From an optimization exercise on the open Yosys and OpenROAD flow, aimed at small area and a short achievable clock period; shortcuts taken in it are not production practice. In this exercise RTL edits were held to simulation tests only and were not proved equivalent to the original.

**design/flow/design.v**
```verilog
`default_nettype none
package cnn_pkg;
    localparam int FLOAT_EXP_W = 8;      
    localparam int FLOAT_MAN_W = 23;     
    localparam int FLOAT_BIAS  = 127;    
    typedef logic [FLOAT_EXP_W+FLOAT_MAN_W:0] float_t;
    typedef struct packed {
        logic   valid;
        float_t value;
    } result_t;
endpackage
`default_nettype wire
`default_nettype none
module fp_padd #(
    parameter int N = 27
) (
    input  logic [N-1:0] x,
    input  logic [N-1:0] y,
    input  logic         cin,
    output logic [N:0]   s
);
    localparam int L = $clog2(N);
    logic [N-1:0] g, t;
    logic [N-1:0] G [L+1];
    logic [N-1:0] P [L+1];
    logic [N-1:0] c;    
    assign g = x & y;
    assign t = x | y;
    assign G[0] = {g[N-1:1], g[0] | (t[0] & cin)};
    assign P[0] = t;
    for (genvar l = 0; l < L; l++) begin : g_lv
        for (genvar i = 0; i < N; i++) begin : g_b
            if (((i >> l) & 1) && !(l == 0 && i == 1)) begin : g_op
                localparam int J = ((i >> l) << l) - 1;
                assign G[l+1][i] = G[l][i] | (P[l][i] & G[l][J]);
                assign P[l+1][i] = P[l][i] & P[l][J];
            end else if (l == 0 && i == 1) begin : g_one
                assign G[1][1] = g[1] | (t[1] & g[0]) | (t[1] & t[0] & cin);
                assign P[1][1] = t[1] & t[0];
            end else begin : g_pass
                assign G[l+1][i] = G[l][i];
                assign P[l+1][i] = P[l][i];
            end
        end
    end
    for (genvar i = 0; i < N; i++) begin : g_c
        if (i >= 2 && (i & (i - 1)) == 0) begin : g_pow
            localparam int M = $clog2(i);
            assign c[i] = (g[i] | (t[i] & G[M-1][i-1]))
                        | ((t[i] & P[M-1][i-1]) & G[L][i/2-1]);
        end else begin : g_else
            assign c[i] = G[L][i];
        end
    end
    assign s[0] = x[0] ^ (y[0] ^ cin);
    for (genvar i = 1; i < N; i++) begin : g_s
        assign s[i] = x[i] ^ (y[i] ^ c[i-1]);
    end
    assign s[N] = c[N-1];
endmodule
module fp_stage #(
    parameter int W   = 1,
    parameter bit REG = 1'b0
) (
    input  logic         clk,
    input  logic [W-1:0] d,
    output logic [W-1:0] q
);
    if (REG) begin : g_reg
        always_ff @(posedge clk) q <= d;
    end else begin : g_wire
        assign q = d;
    end
endmodule
module fp_add_pipe #(
    parameter bit [4:0] CUT = 5'b10100
) (
    input  logic        clk,
    input  logic [31:0] a,
    input  logic [31:0] b,
    output logic [31:0] sum
);
    logic [7:0]  ea, eb;
    logic        za, zb;
    logic [31:0] cmp;
    logic        a_big;
    logic [8:0]  dab, dba;
    logic [65:0] p0_d, r0_q;
    assign ea = a[30:23];
    assign eb = b[30:23];
    assign za = (ea == 8'd0);
    assign zb = (eb == 8'd0);
    fp_padd #(.N(31)) u_cmp (.x(a[30:0]), .y(~b[30:0]), .cin(1'b1), .s(cmp));
    fp_padd #(.N(8))  u_dab (.x(ea), .y(~eb), .cin(1'b1), .s(dab));
    fp_padd #(.N(8))  u_dba (.x(eb), .y(~ea), .cin(1'b1), .s(dba));
    assign a_big = cmp[31];
    assign p0_d = {
        a_big ? a[31] : b[31],                               
        a[31] ^ b[31],                                       
        a_big ? ea : eb,                                     
        dab[8] ? dab[7:0] : dba[7:0],                        
        a_big ? {~za, a[22:0]} : {~zb, b[22:0]},             
        a_big ? {~zb, b[22:0]} : {~za, a[22:0]}              
    };
    fp_stage #(.W(66), .REG(CUT[0])) u_s0 (.clk(clk), .d(p0_d), .q(r0_q));
    logic [7:0]  r0_ed;
    logic [23:0] r0_ms;
    logic [25:0] s0, s1, s2, s3, s4, s5;
    logic        t1, t2, t3, t4, t5;
    logic [26:0] aligned;
    logic [60:0] p1_d, r1_q;
    assign r0_ed = r0_q[55:48];
    assign r0_ms = r0_q[23:0];
    assign s0 = {r0_ms, 2'b00};
    assign s1 = r0_ed[4] ? {16'd0, s0[25:16]} : s0;  assign t1 = r0_ed[4] & |s0[15:0];
    assign s2 = r0_ed[3] ? {8'd0, s1[25:8]}   : s1;  assign t2 = t1 | (r0_ed[3] & |s1[7:0]);
    assign s3 = r0_ed[2] ? {4'd0, s2[25:4]}   : s2;  assign t3 = t2 | (r0_ed[2] & |s2[3:0]);
    assign s4 = r0_ed[1] ? {2'd0, s3[25:2]}   : s3;  assign t4 = t3 | (r0_ed[1] & |s3[1:0]);
    assign s5 = r0_ed[0] ? {1'd0, s4[25:1]}   : s4;  assign t5 = t4 | (r0_ed[0] & s4[0]);
    assign aligned = ((|r0_ed[7:5]) | ~r0_ms[23]) ? {26'd0, r0_ms[23]} : {s5, t5};
    assign p1_d = {r0_q[65:56], r0_q[47:24], aligned ^ {27{r0_q[64]}}};   
    fp_stage #(.W(61), .REG(CUT[1])) u_s1 (.clk(clk), .d(p1_d), .q(r1_q));
    logic        r1_sub;
    logic [27:0] t;
    logic [27:0] sr;
    logic [36:0] p2_d, r2_q;
    assign r1_sub = r1_q[59];
    fp_padd #(.N(27)) u_add (
        .x   ({r1_q[50:27], 3'b000}),
        .y   (r1_q[26:0]),
        .cin (r1_sub),
        .s   (t)
    );
    assign sr = {t[27] ^ r1_sub, t[26:0]};
    assign p2_d = {r1_q[60], r1_q[58:51], sr};   
    fp_stage #(.W(37), .REG(CUT[2])) u_s2 (.clk(clk), .d(p2_d), .q(r2_q));
    logic [27:0] r2_r;
    logic [26:0] n1, n2, n3, n4, n5;
    logic        z16, z8, z4, z2, z1;
    logic [26:0] norm;
    logic [4:0]  lz;
    logic [42:0] p3_d, r3_q;
    assign r2_r = r2_q[27:0];
    assign z16 = ~|r2_r[26:11]; assign n1 = z16 ? {r2_r[10:0], 16'd0} : r2_r[26:0];
    assign z8  = ~|n1[26:19];   assign n2 = z8  ? {n1[18:0], 8'd0}  : n1;
    assign z4  = ~|n2[26:23];   assign n3 = z4  ? {n2[22:0], 4'd0}  : n2;
    assign z2  = ~|n3[26:25];   assign n4 = z2  ? {n3[24:0], 2'd0}  : n3;
    assign z1  = ~n4[26];       assign n5 = z1  ? {n4[25:0], 1'd0}  : n4;
    assign norm = r2_r[27] ? {r2_r[27:2], r2_r[1] | r2_r[0]} : n5;
    assign lz   = r2_r[27] ? 5'd0 : {z16, z8, z4, z2, z1};
    assign p3_d = {r2_q[36], (r2_r == 28'd0) | (r2_q[35:28] == 8'd0), r2_r[27], r2_q[35:28], lz, norm};
    fp_stage #(.W(43), .REG(CUT[3])) u_s3 (.clk(clk), .d(p3_d), .q(r3_q));
    logic [26:0] r3_n;
    logic [7:0]  r3_el;
    logic [4:0]  r3_lz;
    logic        r3_c;
    logic        ru;
    logic        rc;
    logic [23:0] mr;
    logic [8:0]  e0, e1;
    logic [7:0]  lzx;
    logic        uf;
    logic [31:0] p4_d;
    assign r3_n  = r3_q[26:0];
    assign r3_lz = r3_q[31:27];
    assign r3_el = r3_q[39:32];
    assign r3_c  = r3_q[40];
    assign ru = r3_n[2] & (r3_n[1] | r3_n[0] | r3_n[3]);
    logic [24:0] mr_s;
    fp_padd #(.N(24)) u_inc (.x(r3_n[26:3]), .y(24'd0), .cin(ru), .s(mr_s));
    assign mr = mr_s[23:0];
    assign rc = ru & (&r3_n[26:3]);   
    assign lzx = r3_c ? 8'hff : {3'b000, r3_lz};
    fp_padd #(.N(8)) u_e0 (.x(r3_el), .y(~lzx), .cin(1'b1), .s(e0));
    logic [8:0] el1;
    logic [8:0] lz_ge;
    fp_padd #(.N(8)) u_el1 (.x(r3_el), .y(8'd0), .cin(1'b1), .s(el1));
    fp_padd #(.N(8)) u_e1 (.x(el1[7:0]), .y(~lzx), .cin(1'b1), .s(e1));
    fp_padd #(.N(8)) u_uf (.x({3'b000, r3_lz}), .y(~r3_el), .cin(1'b1), .s(lz_ge));
    assign uf = ~r3_c & lz_ge[8];
    always_comb begin
        if (r3_q[41])  p4_d = 32'd0;                           
        else if (uf)   p4_d = {r3_q[42], 31'd0};
        else           p4_d = {r3_q[42], rc ? e1[7:0] : e0[7:0], mr[22:0]};
    end
    fp_stage #(.W(32), .REG(CUT[4])) u_s4 (.clk(clk), .d(p4_d), .q(sum));
endmodule
`default_nettype wire
`default_nettype none
module channel_sum_tree #(
    parameter int       NUM_CHANNELS = 16,
    parameter bit       IN_REG = 1'b1,
    parameter bit [4:0] CUT1 = 5'b10100,
    parameter bit [4:0] CUT2 = 5'b10100,
    parameter bit [4:0] CUT3 = 5'b10100,
    parameter bit [4:0] CUT4 = 5'b10100
) (
    input  logic                                 clk,
    input  logic                                 rst,
    input  logic                                 in_valid,
    input  cnn_pkg::float_t [NUM_CHANNELS-1:0]   in_data,
    output cnn_pkg::result_t                     tree_sum
);
    localparam int LAT = int'(IN_REG)
        + int'(CUT1[0]) + int'(CUT1[1]) + int'(CUT1[2]) + int'(CUT1[3]) + int'(CUT1[4])
        + int'(CUT2[0]) + int'(CUT2[1]) + int'(CUT2[2]) + int'(CUT2[3]) + int'(CUT2[4])
        + int'(CUT3[0]) + int'(CUT3[1]) + int'(CUT3[2]) + int'(CUT3[3]) + int'(CUT3[4])
        + int'(CUT4[0]) + int'(CUT4[1]) + int'(CUT4[2]) + int'(CUT4[3]) + int'(CUT4[4]);
    cnn_pkg::float_t [NUM_CHANNELS-1:0] x;
    cnn_pkg::float_t s1 [8];
    cnn_pkg::float_t s2 [4];
    cnn_pkg::float_t s3 [2];
    cnn_pkg::float_t s4;
    logic [LAT:0]    vld;
    fp_stage #(.W(32 * NUM_CHANNELS), .REG(IN_REG)) u_in (.clk(clk), .d(in_data), .q(x));
    for (genvar p = 0; p < 8; p++) begin : g_l1
        fp_add_pipe #(.CUT(CUT1)) u_add (.clk(clk), .a(x[2*p]), .b(x[2*p+1]), .sum(s1[p]));
    end
    for (genvar p = 0; p < 4; p++) begin : g_l2
        fp_add_pipe #(.CUT(CUT2)) u_add (.clk(clk), .a(s1[2*p]), .b(s1[2*p+1]), .sum(s2[p]));
    end
    for (genvar p = 0; p < 2; p++) begin : g_l3
        fp_add_pipe #(.CUT(CUT3)) u_add (.clk(clk), .a(s2[2*p]), .b(s2[2*p+1]), .sum(s3[p]));
    end
    fp_add_pipe #(.CUT(CUT4)) u_l4 (.clk(clk), .a(s3[0]), .b(s3[1]), .sum(s4));
    assign vld[0] = in_valid;
    always_ff @(posedge clk or posedge rst) begin
        if (rst) vld[LAT:1] <= '0;
        else     vld[LAT:1] <= vld[LAT-1:0];
    end
    assign tree_sum.valid = vld[LAT];
    assign tree_sum.value = s4;
endmodule
`default_nettype wire
`default_nettype none
module bias_relu #(
    parameter cnn_pkg::float_t BIAS =
        cnn_pkg::float_t'((cnn_pkg::FLOAT_BIAS + 1) << cnn_pkg::FLOAT_MAN_W),
    parameter bit [4:0] CUT = 5'b00100
) (
    input  logic              clk,
    input  logic              rst,
    input  cnn_pkg::result_t  tree_sum,
    output cnn_pkg::result_t  activation
);
    localparam int LAT = int'(CUT[0]) + int'(CUT[1]) + int'(CUT[2]) + int'(CUT[3]) + int'(CUT[4]);
    cnn_pkg::float_t biased;
    logic [LAT:0]    vld;
    fp_add_pipe #(.CUT(CUT)) u_bias_add (.clk(clk), .a(tree_sum.value), .b(BIAS), .sum(biased));
    assign vld[0] = tree_sum.valid;
    if (LAT > 0) begin : g_vld
        always_ff @(posedge clk or posedge rst) begin
            if (rst) vld[LAT:1] <= '0;
            else     vld[LAT:1] <= vld[LAT-1:0];
        end
    end
    always_ff @(posedge clk or posedge rst) begin
        if (rst) activation.valid <= 1'b0;
        else     activation.valid <= vld[LAT];
    end
    always_ff @(posedge clk) begin
        activation.value <= biased[31] ? 32'd0 : biased;
    end
endmodule
`default_nettype wire
`default_nettype none
module conv_output_stage #(
    parameter int NUM_CHANNELS = 16,    
    parameter cnn_pkg::float_t BIAS =
        cnn_pkg::float_t'((cnn_pkg::FLOAT_BIAS + 1) << cnn_pkg::FLOAT_MAN_W)
) (
    input  logic                                 clk,
    input  logic                                 rst,
    input  logic                                 in_valid,
    input  cnn_pkg::float_t [NUM_CHANNELS-1:0]   in_data,
    output cnn_pkg::result_t                     activation
);
    cnn_pkg::result_t tree_sum;
    channel_sum_tree #(
        .NUM_CHANNELS (NUM_CHANNELS),
        .IN_REG       (1'b0),
        .CUT1         (5'b10101),
        .CUT2         (5'b01010),
        .CUT3         (5'b10101),
        .CUT4         (5'b01010)
    ) u_channel_sum_tree (
        .clk      (clk),
        .rst      (rst),
        .in_valid (in_valid),
        .in_data  (in_data),
        .tree_sum (tree_sum)
    );
    bias_relu #(
        .BIAS (BIAS),
        .CUT  (5'b00101)
    ) u_bias_relu (
        .clk        (clk),
        .rst        (rst),
        .tree_sum   (tree_sum),
        .activation (activation)
    );
endmodule
`default_nettype wire
```
**design/flow/run.sh**
```bash
#!/bin/bash
# synth_recipe.tcl (not shown) runs the flow's synth.tcl, then flattens the netlist and writes it again
# the make line also repeats each setting of config.mk as NAME=value (left out here)
make -C /OpenROAD-flow-scripts/flow DESIGN_CONFIG=/design/flow/config.mk WORK_HOME=/design/flow/orfs CLKGATE_MAP_FILE= SYNTH_SCRIPT=/design/flow/synth_recipe.tcl finish
```
**design/flow/config.mk**
```make
export PLATFORM = sky130hd
export DESIGN_NAME = conv_output_stage
export DESIGN_NICKNAME = conv_output_stage
export VERILOG_FILES = /design/flow/design.v
export SDC_FILE = /design/flow/constraint.sdc
export NUM_CORES = 4
export LEC_CHECK = 0
export ABC_AREA = 1
export CAP_MARGIN = 20
export CORE_MARGIN = 2
export CORE_UTILIZATION = 60
export PLACE_DENSITY = 0.7
export SLEW_MARGIN = 20
```
**design/flow/constraint.sdc**
```tcl
create_clock -name core_clock -period 19.0 [get_ports {clk}]
set_input_delay 3.8000 -clock core_clock [delete_from_list [all_inputs] [get_ports {clk}]]
set_output_delay 3.8000 -clock core_clock [all_outputs]
set_load 0.01 [all_outputs]
```
==> impl_metrics.tcl <==
set metrics [dict create \
    status "finished clean" \
    routed_wl_microns 493000 \
    clockBufferDepth 4 \
    postSynthCellCount 27752 \
    cp.arrival_ns 7.68 \
    drcViolationCount 0 \
    grt_max_degree 114 \
    post_cts_buffers 0 \
    synthTopCellsByArea "dfxtp_1 25%, nand2_1 21%, inv_1 8.4%, o21ai_0 7.5%, nor2_1 6.3%" \
    final_area_sq_um 173000 \
    fin_tns_setup_ns 0 \
    synth_top_cell_by_area "dfxtp_1" \
    crit_path_start_kind "input pin" \
    fill_cells 25769 \
    numPortBuffers 546 \
    hold_viol_final 0 \
    yosysSeqAreaShare_pct 25.3 \
    worst_pin_slew_ns 1.14 \
    wl_per_cell_microns 15.7 \
    critPathSlowestCell "nand3_1" \
    die_x_microns 520 \
    grt_use_total_pct 34.8 \
    synthArstFlopShare_pct 0.645 \
    drive_gt1_share_pct 4.60 \
    viasPerCell 5.48 \
    postCtsHoldBufs 0 \
    endpoint_kind "flop" \
    crit_chain "clkdlybuf4s50_1 -> inv_1 -> o221ai_1 -> a22oi_1 -> a221oi_1 -> o21ai_0 -> o21ai_0 -> nand2_1 -> nand2_1 -> nand2_1 -> nand2_1 -> a21oi_1 -> o41ai_1 -> nand3_1 -> nand2_2 -> buf_4 -> o21ai_0" \
    initial_core_util_pct 60.3 \
    firstDrtPassIters 9 \
    yosysWarnings 25 \
    clock_latency_ns 0.93 \
    gp_congestion 1.02 \
    row_count 189 \
    die_area_sq_um 270000 \
    hpwl_microns 392000 \
    final_common_cell "nand2_1" \
    cts_resized 0 \
    setup_viol 0 \
    synth_cell_type_count 83 \
    hold_path_class "reg2reg" \
    htreeDepth 4 \
    cp.required_ns 19.77 \
    crit_family "simple AND/OR/NAND/NOR gates" \
    holdWs_ns 0.318 \
    coreArea_sq_um 265000 \
    place_area_sq_um 166000 \
    die_h_microns 520 \
    fmax_mhz 145 \
    ant_nets 0 \
    ys_ff_latch 2017 \
    cpMostUsedCell "nand2_1" \
    syn2layout_area_growth_pct 8.65 \
    grt_remaining_overflow 0 \
    relSlewSlack_pct 23.5 \
    report.final.slew_viol_count 0 \
    drtIter0Drc 15683 \
    path_class "in2reg" \
    clk_pin_slew_worst_paths_ns 0.07 \
    fin_crit_sh_pct 36.4 \
    fin_skew_ns 0.0504 \
    synth_flop_cell "dfxtp_1" \
    avgSynthCellArea_sq_um 5.75 \
    synth_edf_count 0 \
    path_max_fanout 86 \
    crit_buf_inv 3 \
    cts.sinks 2017 \
    cts_root_buf "clkbuf_16" \
    grt_pass1_vias 153387 \
    max-cap-violations 0 \
    num-nets-final 28260 \
    max_stage_delay_ns 0.65 \
    grt_pass1_wl_microns 783000 \
    io_pins 548 \
    num_vias 171887 \
    mostFrequentLayoutCells "9124 x nand2_1, 3562 x inv_1, 2690 x nor2_1" \
    syn-cell-area_sq_um 160000 \
    synth_top_area_share_pct 25.1 \
    numCtsBuffers 219 \
    min_period_ns 6.91 \
    antenna_found_initial 17 \
    rsz0062_at_grt "no" \
    cts_tree "done" \
]
per-layer routing:
metal  vias up  wire, microns  track usage, %
met4        16          25900            16.6
li1      87943              -               -
met2      5771         227000            59.0
met5         -            102               0
met1     76932         207000            44.0
met3      1225          33000            3.89
kinds of logic after synthesis:
logic type,Yosys count,share of synthesized area [%]
buf+inv,4711,11.7
other cells,2,0.00471
xor+xnor,1089,5.99
mux,103,0.652
fa+ha+maj,115,1.02
compound gates,4533,15.6
simple gates,15182,39.8
flops,2017,25.3
Yosys cell counts, types with 21 or more instances:
master     instances
nand2_1         9130
inv_1           3564
nor2_1          2690
o21ai_0         2376
dfxtp_1         2004
nand3_1         1994
a21oi_1          949
xor2_1           861
clkbuf_1         549
nand4_1          268
o22ai_1          262
o21ai_1          252
buf_2            251
xnor2_1          227
nor3_1           219
or2_2            215
a31oi_1          166
nor2_2           140
nor4_1           134
inv_2            118
o211ai_1         117
nand2_2          101
mux2i_1           95
ha_1              89
buf_1             85
nand3b_1          83
buf_4             61
o21bai_1          56
nor2_4            52
buf_6             48
a22oi_1           39
o221ai_1          38
a22o_1            35
nand2_4           33
clkinv_1          32
a211oi_1          27
and2_1            27
a21oi_2           26
fa_1              26
o21a_1            26
a21boi_0          24
o2111ai_1         23
nand3_2           21
o31ai_1           21
or2_1             21
registers in the layout (all words and copies together), names as in the netlist, 61 cells and up:
register,cells
u_bias_relu.u_bias_add.u_s0.q,66
u_channel_sum_tree.g_l1.u_add.u_s0.q,528
u_channel_sum_tree.g_l1.u_add.u_s2.q,296
u_channel_sum_tree.g_l1.u_add.u_s4.q,256
u_channel_sum_tree.g_l2.u_add.u_s1.q,244
u_channel_sum_tree.g_l2.u_add.u_s3.q,172
u_channel_sum_tree.g_l3.u_add.u_s0.q,132
u_channel_sum_tree.g_l3.u_add.u_s2.q,74
u_channel_sum_tree.g_l3.u_add.u_s4.q,64
u_channel_sum_tree.u_l4.u_s1.q,61
worst paths after layout:
kind                                                             startpoint                                           to  slack (ns)  cells after the start
worst max-delay path                                           in_data[258]  u_channel_sum_tree.g_l1[4].u_add.u_s0.q[60]       12.09                     17
worst min-delay path            u_channel_sum_tree.g_l3[1].u_add.u_s0.q[59]  u_channel_sum_tree.g_l3[1].u_add.u_s2.q[31]        0.32                      0
worst max register to register  u_channel_sum_tree.g_l2[3].u_add.u_s3.q[32]  u_channel_sum_tree.g_l3[1].u_add.u_s0.q[63]       13.14                     17
worst min register to register  u_channel_sum_tree.g_l3[1].u_add.u_s0.q[59]  u_channel_sum_tree.g_l3[1].u_add.u_s2.q[31]        0.32                      0
max in group asynchronous                                               rst                    u_channel_sum_tree.vld[7]       15.48                      2
min in group asynchronous                                               rst                   u_channel_sum_tree.vld[10]        3.20                      2
metrics by stage:
stage	cells	worst slack, ns	utilization (%)
floorplan	27753	12.91	-
global placement	30942	11.11	62.6
detailed placement	30942	11.16	62.6
CTS	31344	12.10	65.5
global route	31349	11.57	65.5
finish	31351	12.09	65.5
final cells by class:
| class | instances | area (sq um) | share of cell area [%] |
|---|---|---|---|
| tap | 3533 | 4420 | 2.55 |
| clock buffer | 271 | 6030 | 3.48 |
| sequential | 2017 | 40400 | 23.3 |
| antenna | 7 | 17.5 | 0.0101 |
| multi-input combinational | 21025 | 101000 | 58.1 |
| inverter | 3717 | 14000 | 8.05 |
| clock inverter | 131 | 1590 | 0.916 |
| timing repair buffer | 650 | 6250 | 3.60 |
worst register-to-register path, delay by kind of cell (launching register included):
kind,cells,cell delay [ns]
simple gates,6,1.41
compound gates,8,2.86
flops,1,0.40
buf+inv,3,1.06

-- afterwards: timing with drivers on the ports --
How much do the figures lean on ideal ports? The routed layout below was timed once more, with nothing changed but the port constraints.
Step 1 sets driving cells, clkbuf_16 on the clock port and buf_2 on the other inputs (assumed; they add their load-dependent delay and slew).
Step 2 times the ports against the registers' clock, not the clock port: input delays grow and output delays shrink by t, the midpoint of the rising clock arrivals with the driver on.
a / b / c = ideal ports / drivers / drivers and shift; a / b = the first two.
t, ns: 1.015
setup WS [ns]: 12.087 / 12.170 / 11.155
worst register clock-pin slew, ns: 0.07 / 0.07
After both steps setup and hold are still met in this run. For this run, drivers alone change the setup slack by +0.083 ns; drivers and shift together by -0.932 ns.
